This design comes from an exercise in tuning for small area and a short achievable clock period on the open sky130 flow, not from production work. Function was checked by simulation only, so behaviour that the tests miss may differ from the original. No activity file was given, so power comes from the tool's default toggle rates.

==> job 3077: inputs <==
## rope_sim_top
module rope_sim_top (
    input  wire logic                    clk,
    input  wire logic                    reset,
    input  wire logic                    step,
    input  wire rope_sim_pkg::coord_t    anchor_x,
    input  wire rope_sim_pkg::coord_t    anchor_y,
    input  wire rope_sim_pkg::node_sel_t node_sel,
    output logic                         step_done,
    output logic                         busy,
    output rope_sim_pkg::coord_t         sel_x,
    output rope_sim_pkg::coord_t         sel_y
);
==> module rs_add, before the edit <==
module rs_add #(
    parameter int W = 32
) (
    input  wire logic [W-1:0] a,
    input  wire logic [W-1:0] b,
    input  wire logic         cin,
    output logic [W-1:0]      s,
    output logic              cout
);
    localparam int N = W + 1;
    logic [W-1:0] hp;
    logic [N-1:0] gg, pp;
    assign hp = a ^ b;
    always_comb begin
        gg[0] = cin;
        pp[0] = 1'b0;
        for (int i = 0; i < W; i++) begin
            gg[i+1] = a[i] & b[i];
            pp[i+1] = hp[i];
        end
        for (int d = 1; d < N; d = d * 2) begin
            for (int i = 2 * d - 1; i < N; i += 2 * d) begin
                gg[i] = gg[i] | (pp[i] & gg[i-d]);
                pp[i] = pp[i] & pp[i-d];
            end
        end
        for (int d = 2 ** ($clog2(N) - 1); d >= 1; d = d / 2) begin
            for (int i = 3 * d - 1; i < N; i += 2 * d) begin
                gg[i] = gg[i] | (pp[i] & gg[i-d]);
                pp[i] = pp[i] & pp[i-d];
            end
        end
    end
    assign s    = hp ^ gg[W-1:0];
    assign cout = gg[W];
endmodule
==> module verlet_node, before the edit <==
module verlet_node #(
    parameter int node_id = 0
) (
    input  wire logic                 clk,
    input  wire logic                 reset,
    input  wire logic                 verlet_state,
    input  wire logic                 load,
    input  wire rope_sim_pkg::coord_t x_load,
    input  wire rope_sim_pkg::coord_t y_load,
    output rope_sim_pkg::coord_t      x_pos,
    output rope_sim_pkg::coord_t      y_pos
);
    rope_sim_pkg::coord_t x;
    rope_sim_pkg::coord_t y;
    rope_sim_pkg::coord_t px;
    rope_sim_pkg::coord_t py;
    rope_sim_pkg::coord_t x_int, y_int;
    rs_add #(.W(32)) u_xint (
        .a    ({x[30:0], 1'b0}),
        .b    (~px),
        .cin  (1'b1),
        .s    (x_int),
        .cout ()
    );
    localparam logic [31:0] YK = rope_sim_pkg::GRAVITY + 32'd1;
    logic [31:0] ya, yb, ys, ym;
    assign ya = {y[30:0], 1'b0};
    assign yb = ~py;
    assign ys = ya ^ yb ^ YK;
    assign ym = (ya & yb) | (ya & YK) | (yb & YK);
    rs_add #(.W(32)) u_yint (
        .a    (ys),
        .b    ({ym[30:0], 1'b0}),
        .cin  (1'b0),
        .s    (y_int),
        .cout ()
    );
    always_ff @(posedge clk) begin
        if (reset) begin
            x  <= rope_sim_pkg::BASE_X;
            y  <= rope_sim_pkg::coord_t'(node_id) * rope_sim_pkg::NODE_SPACING;
            px <= rope_sim_pkg::BASE_X;
            py <= rope_sim_pkg::coord_t'(node_id) * rope_sim_pkg::NODE_SPACING;
        end else if (verlet_state) begin
            x  <= x_int;
            y  <= y_int;
            px <= x;
            py <= y;
        end else if (load) begin
            x <= x_load;
            y <= y_load;
        end
    end
    assign x_pos = x;
    assign y_pos = y;
endmodule
clock: 24.0 ns
lec_check: 0
abc_area: 1
cap_margin: 20
core_margin: 2
core_utilization: 40
slew_margin: 20
run.sh (not shown) runs the stock make flow with config.mk's settings and CLKGATE_MAP_FILE= SYNTH_SCRIPT=/design/flow/synth_recipe.tcl, a recipe that flattens the netlist after the stock synthesis.
==> inputs of job 9121, as changes to job 3077 <==
--- a/flow/design.v
+++ b/flow/design.v
@@ -13,46 +13,68 @@
     localparam int PH_DONE    = 2;
     localparam int NUM_PHASES = 3;
 endpackage
 `default_nettype wire
 `default_nettype none
 module rs_add #(
-    parameter int W = 32
+    parameter int W = 32,
+    parameter int G = 1
 ) (
     input  wire logic [W-1:0] a,
     input  wire logic [W-1:0] b,
     input  wire logic         cin,
     output logic [W-1:0]      s,
     output logic              cout
 );
-    localparam int N = W + 1;
-    logic [W-1:0] hp;
-    logic [N-1:0] gg, pp;
+    localparam int N  = W + 1;
+    localparam int NG = (N + G - 1) / G;
+    logic [W-1:0]  hp;
+    logic [N-1:0]  g, p;      
+    logic [N-1:0]  gl, pl;    
+    logic [NG-1:0] gg, pg;    
+    logic [N-1:0]  c;         
     assign hp = a ^ b;
     always_comb begin
-        gg[0] = cin;
-        pp[0] = 1'b0;
+        g[0] = cin;
+        p[0] = 1'b0;
         for (int i = 0; i < W; i++) begin
-            gg[i+1] = a[i] & b[i];
-            pp[i+1] = hp[i];
+            g[i+1] = a[i] & b[i];
+            p[i+1] = hp[i];
         end
-        for (int d = 1; d < N; d = d * 2) begin
-            for (int i = 2 * d - 1; i < N; i += 2 * d) begin
-                gg[i] = gg[i] | (pp[i] & gg[i-d]);
-                pp[i] = pp[i] & pp[i-d];
+        for (int i = 0; i < N; i++) begin
+            if (i % G == 0) begin
+                gl[i] = g[i];
+                pl[i] = p[i];
+            end else begin
+                gl[i] = g[i] | (p[i] & gl[i-1]);
+                pl[i] = p[i] & pl[i-1];
             end
         end
-        for (int d = 2 ** ($clog2(N) - 1); d >= 1; d = d / 2) begin
-            for (int i = 3 * d - 1; i < N; i += 2 * d) begin
-                gg[i] = gg[i] | (pp[i] & gg[i-d]);
-                pp[i] = pp[i] & pp[i-d];
+        for (int j = 0; j < NG; j++) begin
+            gg[j] = gl[(j * G + G - 1 < N) ? j * G + G - 1 : N - 1];
+            pg[j] = pl[(j * G + G - 1 < N) ? j * G + G - 1 : N - 1];
+        end
+        for (int d = 1; d < NG; d = d * 2) begin
+            for (int j = 2 * d - 1; j < NG; j += 2 * d) begin
+                gg[j] = gg[j] | (pg[j] & gg[j-d]);
+                pg[j] = pg[j] & pg[j-d];
+            end
+        end
+        for (int d = (NG > 1) ? 2 ** ($clog2(NG) - 1) : 0; d >= 1; d = d / 2) begin
+            for (int j = 3 * d - 1; j < NG; j += 2 * d) begin
+                gg[j] = gg[j] | (pg[j] & gg[j-d]);
+                pg[j] = pg[j] & pg[j-d];
             end
         end
+        for (int i = 0; i < N; i++) begin
+            if (i < G) c[i] = gl[i];
+            else       c[i] = gl[i] | (pl[i] & gg[i / G - 1]);
+        end
     end
-    assign s    = hp ^ gg[W-1:0];
-    assign cout = gg[W];
+    assign s    = hp ^ c[W-1:0];
+    assign cout = c[W];
 endmodule
 `default_nettype wire
 `timescale 1ns/10ps
 `default_nettype none
 module step_sequencer (
     input  wire logic clk,
@@ -98,26 +120,26 @@
 );
     rope_sim_pkg::coord_t x;
     rope_sim_pkg::coord_t y;
     rope_sim_pkg::coord_t px;
     rope_sim_pkg::coord_t py;
     rope_sim_pkg::coord_t x_int, y_int;
-    rs_add #(.W(32)) u_xint (
+    rs_add #(.W(32), .G(2)) u_xint (
         .a    ({x[30:0], 1'b0}),
         .b    (~px),
         .cin  (1'b1),
         .s    (x_int),
         .cout ()
     );
     localparam logic [31:0] YK = rope_sim_pkg::GRAVITY + 32'd1;
     logic [31:0] ya, yb, ys, ym;
     assign ya = {y[30:0], 1'b0};
     assign yb = ~py;
     assign ys = ya ^ yb ^ YK;
     assign ym = (ya & yb) | (ya & YK) | (yb & YK);
-    rs_add #(.W(32)) u_yint (
+    rs_add #(.W(32), .G(2)) u_yint (
         .a    (ys),
         .b    ({ym[30:0], 1'b0}),
         .cin  (1'b0),
         .s    (y_int),
         .cout ()
     );
==> flow/flow/run.sh (new file) <==
#!/bin/bash
# The standard layout (standard.sh: the standard synthesis script, floorplan,
# placement, CTS, routing) with two changes, both in how the layout is made:
#  - ADDER_MAP_FILE is empty, so synthesis maps the adders with ABC instead of
#    extracting full/half-adder cells (registers and their names are unchanged);
#  - repair_timing aims for more setup slack than zero. The SDC, clock period
#    and I/O constraints are the design's.
# Gate cloning is off so no register is ever duplicated.
set -euo pipefail
cd "$(dirname "$0")/.."
bash standard.sh ADDER_MAP_FILE= SETUP_SLACK_MARGIN=17.95 SKIP_GATE_CLONING=1 finish > flow_make.log 2>&1
==> flow/standard.sh (new file) <==
#!/bin/bash
# synth_recipe.tcl (not shown) runs the flow's synth.tcl, then flattens the netlist and writes it again
# the make line also repeats each setting of config.mk as NAME=value (left out here)
make -C /OpenROAD-flow-scripts/flow DESIGN_CONFIG=/design/flow/config.mk WORK_HOME=/design/flow/orfs CLKGATE_MAP_FILE= SYNTH_SCRIPT=/design/flow/synth_recipe.tcl "${@:-finish}"
CORE_UTILIZATION = 70   (was 40)
CTS_CLUSTER_DIAMETER = 100   (was not set)
CTS_CLUSTER_SIZE = 20   (was not set)
removed: flow/run.sh
==> inputs of job 1228, as changes to job 3077 <==
--- a/flow/design.v
+++ b/flow/design.v
@@ -61,28 +61,25 @@
     output logic      verlet_state,
     output logic      fix_constraint_state,
     output logic      step_done,
     output logic      busy
 );
     logic [rope_sim_pkg::NUM_PHASES-1:0] phase;
-    logic busy_q;
     logic accept;
-    assign accept = step && !busy_q;
+    assign accept = step && !busy;
     always_ff @(posedge clk) begin
         if (reset) begin
-            phase  <= '0;
-            busy_q <= 1'b0;
+            phase <= '0;
         end else begin
-            busy_q <= accept || (|phase[rope_sim_pkg::NUM_PHASES-2:0]);
             phase <= {phase[rope_sim_pkg::NUM_PHASES-2:0], accept};
         end
     end
     assign verlet_state = phase[rope_sim_pkg::PH_VERLET];
     assign fix_constraint_state = phase[rope_sim_pkg::PH_FIX];
     assign step_done = phase[rope_sim_pkg::PH_DONE];
-    assign busy = busy_q;
+    assign busy = |phase;
 endmodule
 `default_nettype wire
 `timescale 1ns/10ps
 `default_nettype none
 module verlet_node #(
     parameter int node_id = 0
@@ -141,34 +138,24 @@
     assign y_pos = y;
 endmodule
 `default_nettype wire
 `timescale 1ns/10ps
 `default_nettype none
 module rope_constraint (
-    input  wire logic                                     clk,
     input  wire logic                                     active,
-    input  wire logic                                     load_next,
     input  wire logic [rope_sim_pkg::NUM_NODES-1:0][31:0] x_in,
     input  wire logic [rope_sim_pkg::NUM_NODES-1:0][31:0] y_in,
     output logic [rope_sim_pkg::NUM_NODES-1:0][31:0]      x_fix,
     output logic [rope_sim_pkg::NUM_NODES-1:0][31:0]      y_fix
 );
-    logic use_a;
-    always_ff @(posedge clk) begin
-        use_a <= load_next;
-    end
     rope_axis_clamp u_x (
-        .clk    (clk),
-        .use_a  (use_a),
         .active (active),
         .c_in   (x_in),
         .c_fix  (x_fix)
     );
     rope_axis_clamp u_y (
-        .clk    (clk),
-        .use_a  (use_a),
         .active (active),
         .c_in   (y_in),
         .c_fix  (y_fix)
     );
 endmodule
 module rope_diff (
@@ -186,92 +173,69 @@
         .cout ()
     );
     assign hi = d[31:17];
     assign nz = |(q[16:0] ^ p[16:0]);
 endmodule
 module rope_range #(
-    parameter int K   = 0,
-    parameter bit NEG = 1'b0
+    parameter int K = 0
 ) (
     input  wire logic [14:0] hi,
     input  wire logic        nz,
     output logic             gt,
     output logic             lt
 );
-    localparam longint M  = 64'h1_0000_0000;
-    localparam longint R  = 64'h000A_0000;
-    localparam longint H  = 64'h8000_0000;
-    localparam longint KR = K * R;
-    localparam longint GL = NEG ? H + 1 - KR : R + 1 + KR;
-    localparam longint GU = NEG ? M - R - 1 - KR : H - 1 + KR;
-    localparam longint LL = NEG ? R + 1 - KR : H + KR;
-    localparam longint LU = NEG ? H - KR : M - R - 1 + KR;
-    function automatic longint md(input longint v);
-        md = ((v % M) + M) % M;
-    endfunction
-    function automatic logic ge(input logic [14:0] h, input logic z, input longint lo);
-        longint lh, ll;
-        lh = lo >> 17;
-        ll = lo & 64'h1FFFF;
-        ge = (h > 15'(lh)) || (h == 15'(lh) && (ll == 0 || z));
-    endfunction
-    function automatic logic le(input logic [14:0] h, input logic z, input longint up);
-        longint uh, ul;
-        uh = up >> 17;
-        ul = up & 64'h1FFFF;
-        le = (h < 15'(uh)) || (h == 15'(uh) && (ul == 64'h1FFFF || !z));
-    endfunction
-    function automatic logic in_iv(input logic [14:0] h, input logic z,
-                                    input longint lo, input longint up);
-        if (md(lo) <= md(up)) in_iv = ge(h, z, md(lo)) && le(h, z, md(up));
-        else                  in_iv = ge(h, z, md(lo)) || le(h, z, md(up));
-    endfunction
-    assign gt = in_iv(hi, nz, GL, GU);
-    assign lt = in_iv(hi, nz, LL, LU);
+    localparam int GLO = (5 + 5 * K) & 32'h7fff;
+    localparam int GHI = (16383 + 5 * K) & 32'h7fff;
+    localparam int LLO = (16384 + 5 * K) & 32'h7fff;
+    localparam int LHI = (32762 + 5 * K) & 32'h7fff;
+    logic g_in, l_in;
+    if (GLO <= GHI) begin : g_gn
+        assign g_in = (hi >= 15'(GLO)) && (hi <= 15'(GHI));
+    end else begin : g_gw
+        assign g_in = (hi >= 15'(GLO)) || (hi <= 15'(GHI));
+    end
+    if (LLO <= LHI) begin : g_ln
+        assign l_in = (hi >= 15'(LLO)) && (hi <= 15'(LHI));
+    end else begin : g_lw
+        assign l_in = (hi >= 15'(LLO)) || (hi <= 15'(LHI));
+    end
+    assign gt = g_in && (nz || hi != 15'(GLO));
+    assign lt = l_in;
 endmodule
 module rope_axis_clamp (
-    input  wire logic                                     clk,
     input  wire logic                                     active,
-    input  wire logic                                     use_a,
     input  wire logic [rope_sim_pkg::NUM_NODES-1:0][31:0] c_in,
     output logic [rope_sim_pkg::NUM_NODES-1:0][31:0]      c_fix
 );
     logic [31:0] a, q1, q2, q3;
     assign a  = c_in[0];
     assign q1 = c_in[1];
     assign q2 = c_in[2];
     assign q3 = c_in[3];
-    logic [14:0] u1_h, u2_h, u3_h;
-    logic        u1_z, u2_z, u3_z;
-    rope_diff u_d1 (.q(q1), .p(use_a ? a : q2), .hi(u1_h), .nz(u1_z));
-    rope_diff u_d2 (.q(q2), .p(use_a ? a : q3), .hi(u2_h), .nz(u2_z));
-    rope_diff u_d3 (.q(q3), .p(use_a ? a : q1), .hi(u3_h), .nz(u3_z));
-    logic g_f21_d, l_f21_d, g_f31p_d, l_f31p_d, g_f31m_d, l_f31m_d, g_f32_d, l_f32_d;
-    rope_range #(.K( 0), .NEG(1'b1)) r_f21  (.hi(u1_h), .nz(u1_z), .gt(g_f21_d),  .lt(l_f21_d));
-    rope_range #(.K( 0), .NEG(1'b1)) r_f32  (.hi(u2_h), .nz(u2_z), .gt(g_f32_d),  .lt(l_f32_d));
-    rope_range #(.K( 1), .NEG(1'b0)) r_f31p (.hi(u3_h), .nz(u3_z), .gt(g_f31p_d), .lt(l_f31p_d));
-    rope_range #(.K(-1), .NEG(1'b0)) r_f31m (.hi(u3_h), .nz(u3_z), .gt(g_f31m_d), .lt(l_f31m_d));
-    logic g_f21, l_f21, g_f31p, l_f31p, g_f31m, l_f31m, g_f32, l_f32;
-    always_ff @(posedge clk) begin
-        g_f21  <= g_f21_d;
-        l_f21  <= l_f21_d;
-        g_f31p <= g_f31p_d;
-        l_f31p <= l_f31p_d;
-        g_f31m <= g_f31m_d;
-        l_f31m <= l_f31m_d;
-        g_f32  <= g_f32_d;
-        l_f32  <= l_f32_d;
-    end
-    logic g_e1, l_e1, g_e2p, l_e2p, g_e2m, l_e2m;
+    logic [14:0] e1_h, e2_h, e3_h, f21_h, f31_h, f32_h;
+    logic        e1_z, e2_z, e3_z, f21_z, f31_z, f32_z;
+    rope_diff u_e1  (.q(q1), .p(a),  .hi(e1_h),  .nz(e1_z));
+    rope_diff u_e2  (.q(q2), .p(a),  .hi(e2_h),  .nz(e2_z));
+    rope_diff u_e3  (.q(q3), .p(a),  .hi(e3_h),  .nz(e3_z));
+    rope_diff u_f21 (.q(q2), .p(q1), .hi(f21_h), .nz(f21_z));
+    rope_diff u_f31 (.q(q3), .p(q1), .hi(f31_h), .nz(f31_z));
+    rope_diff u_f32 (.q(q3), .p(q2), .hi(f32_h), .nz(f32_z));
+    logic g_e1,  l_e1;
+    logic g_e2p, l_e2p, g_e2m, l_e2m, g_f21, l_f21;
     logic g_e3p, l_e3p, g_e30, l_e30, g_e3m, l_e3m;
-    rope_range #(.K( 0)) r_e1  (.hi(u1_h), .nz(u1_z), .gt(g_e1),  .lt(l_e1));
-    rope_range #(.K( 1)) r_e2p (.hi(u2_h), .nz(u2_z), .gt(g_e2p), .lt(l_e2p));
-    rope_range #(.K(-1)) r_e2m (.hi(u2_h), .nz(u2_z), .gt(g_e2m), .lt(l_e2m));
-    rope_range #(.K( 2)) r_e3p (.hi(u3_h), .nz(u3_z), .gt(g_e3p), .lt(l_e3p));
-    rope_range #(.K( 0)) r_e30 (.hi(u3_h), .nz(u3_z), .gt(g_e30), .lt(l_e30));
-    rope_range #(.K(-2)) r_e3m (.hi(u3_h), .nz(u3_z), .gt(g_e3m), .lt(l_e3m));
+    logic g_f31p, l_f31p, g_f31m, l_f31m, g_f32, l_f32;
+    rope_range #(.K( 0)) r_e1   (.hi(e1_h),  .nz(e1_z),  .gt(g_e1),   .lt(l_e1));
+    rope_range #(.K( 1)) r_e2p  (.hi(e2_h),  .nz(e2_z),  .gt(g_e2p),  .lt(l_e2p));
+    rope_range #(.K(-1)) r_e2m  (.hi(e2_h),  .nz(e2_z),  .gt(g_e2m),  .lt(l_e2m));
+    rope_range #(.K( 0)) r_f21  (.hi(f21_h), .nz(f21_z), .gt(g_f21),  .lt(l_f21));
+    rope_range #(.K( 2)) r_e3p  (.hi(e3_h),  .nz(e3_z),  .gt(g_e3p),  .lt(l_e3p));
+    rope_range #(.K( 0)) r_e30  (.hi(e3_h),  .nz(e3_z),  .gt(g_e30),  .lt(l_e30));
+    rope_range #(.K(-2)) r_e3m  (.hi(e3_h),  .nz(e3_z),  .gt(g_e3m),  .lt(l_e3m));
+    rope_range #(.K( 1)) r_f31p (.hi(f31_h), .nz(f31_z), .gt(g_f31p), .lt(l_f31p));
+    rope_range #(.K(-1)) r_f31m (.hi(f31_h), .nz(f31_z), .gt(g_f31m), .lt(l_f31m));
+    rope_range #(.K( 0)) r_f32  (.hi(f32_h), .nz(f32_z), .gt(g_f32),  .lt(l_f32));
     logic up1, dn1;
     assign up1 = active && g_e1;
     assign dn1 = active && l_e1;
     logic g2, l2;
     always_comb begin
         if (up1)      begin g2 = g_e2p; l2 = l_e2p; end
@@ -387,15 +351,13 @@
             .y_load       (y_cur[i]),
             .x_pos        (x_pos[i]),
             .y_pos        (y_pos[i])
         );
     end
     rope_constraint rope_constraint_inst (
-        .clk    (clk),
-        .active    (step_done),
-        .load_next (fix_constraint_state),
+        .active (step_done),
         .x_in   (x_pos),
         .y_in   (y_pos),
         .x_fix  (x_cur),
         .y_fix  (y_cur)
     );
     position_readout position_readout_inst (
CAP_MARGIN = 60   (was 20)
SLEW_MARGIN = 60   (was 20)
==> qor summary <==
Die Y: job 3077 356 um; job 9121 263 um; job 1228 368 um
Net Count, Synth: job 3077 7,708; job 9121 8,429; job 1228 8,238
Cell mode on critical path: job 3077 nand2_1; job 9121 a21oi_1; job 1228 nand2_1
Logic power comb: job 3077 4170 uW; job 9121 3450 uW; job 1228 7370 uW
Area enclosed by the die boundary: job 3077 0.127 mm^2; job 9121 0.0693 mm^2; job 1228 0.135 mm^2
Instance area after placement: job 3077 0.0520 mm^2; job 9121 0.0485 mm^2; job 1228 0.0562 mm^2
Placed Cells: job 3077 8,442; job 9121 9,140; job 1228 8,941
Worst endpoint required time: job 3077 24.51 ns; job 9121 24.46 ns; job 1228 24.59 ns
Htree depth: job 3077 3; job 9121 2; job 1228 3
Run status: job 3077 complete, no violations; job 9121 complete, no violations; job 1228 complete, no violations
Detail-routed via count per cell: job 3077 5.51; job 9121 6.26; job 1228 5.62
Aggregate routed wire length: job 3077 176,000 um; job 9121 187,000 um; job 1228 200,000 um
Number of sequential cells in the layout: job 3077 597; job 9121 597; job 1228 579
Critical Path Start: job 3077 rope_constraint_inst.use_a; job 9121 node_sel[0]; job 1228 node0_inst.x[21]
Levels on crit path: job 3077 40; job 9121 7; job 1228 36
Area of the mapped netlist: job 3077 0.0495 mm^2; job 9121 0.0471 mm^2; job 1228 0.0529 mm^2
Setup slack, reg-to-reg: job 3077 15.16 ns; job 9121 18.00 ns; job 1228 15.83 ns

[static timing again, ports no longer ideal]
In the flow no input, the clock included, has a driving cell. The finished layouts below were timed again as built, in two steps.
Step 1, drivers: a clkbuf_16 drives clk and a buf_2 each remaining input, both assumed.
Step 2 times the ports against the registers' clock, not the clock port: input delays grow and output delays shrink by t, the midpoint of the rising clock arrivals with the driver on.
a / b / c = ideal ports / drivers / drivers and shift; a / b = the first two.
| run | t (ns) | slack for setup (ns) | worst hold slack (ns) | slew at the worst register clock pin (ns) | cell pins on the clock port's net |
|---|---|---|---|---|---|
| job 3077 | 0.758 | 15.161 / 15.161 / 15.161 | 0.456 / 0.456 / 0.456 | 0.07 / 0.07 | 1 |
| job 9121 | 0.679 | 17.908 / 17.869 / 17.253 | 0.399 / 0.399 / 0.399 | 0.10 / 0.10 | 1 |
| job 1228 | 0.768 | 15.827 / 15.827 / 15.827 | 0.455 / 0.455 / 0.455 | 0.07 / 0.07 | 1 |
After both steps setup and hold are still met in every run listed. For job 9121, which loses most, drivers alone change the setup slack by -0.039 ns; drivers and shift together by -0.655 ns.
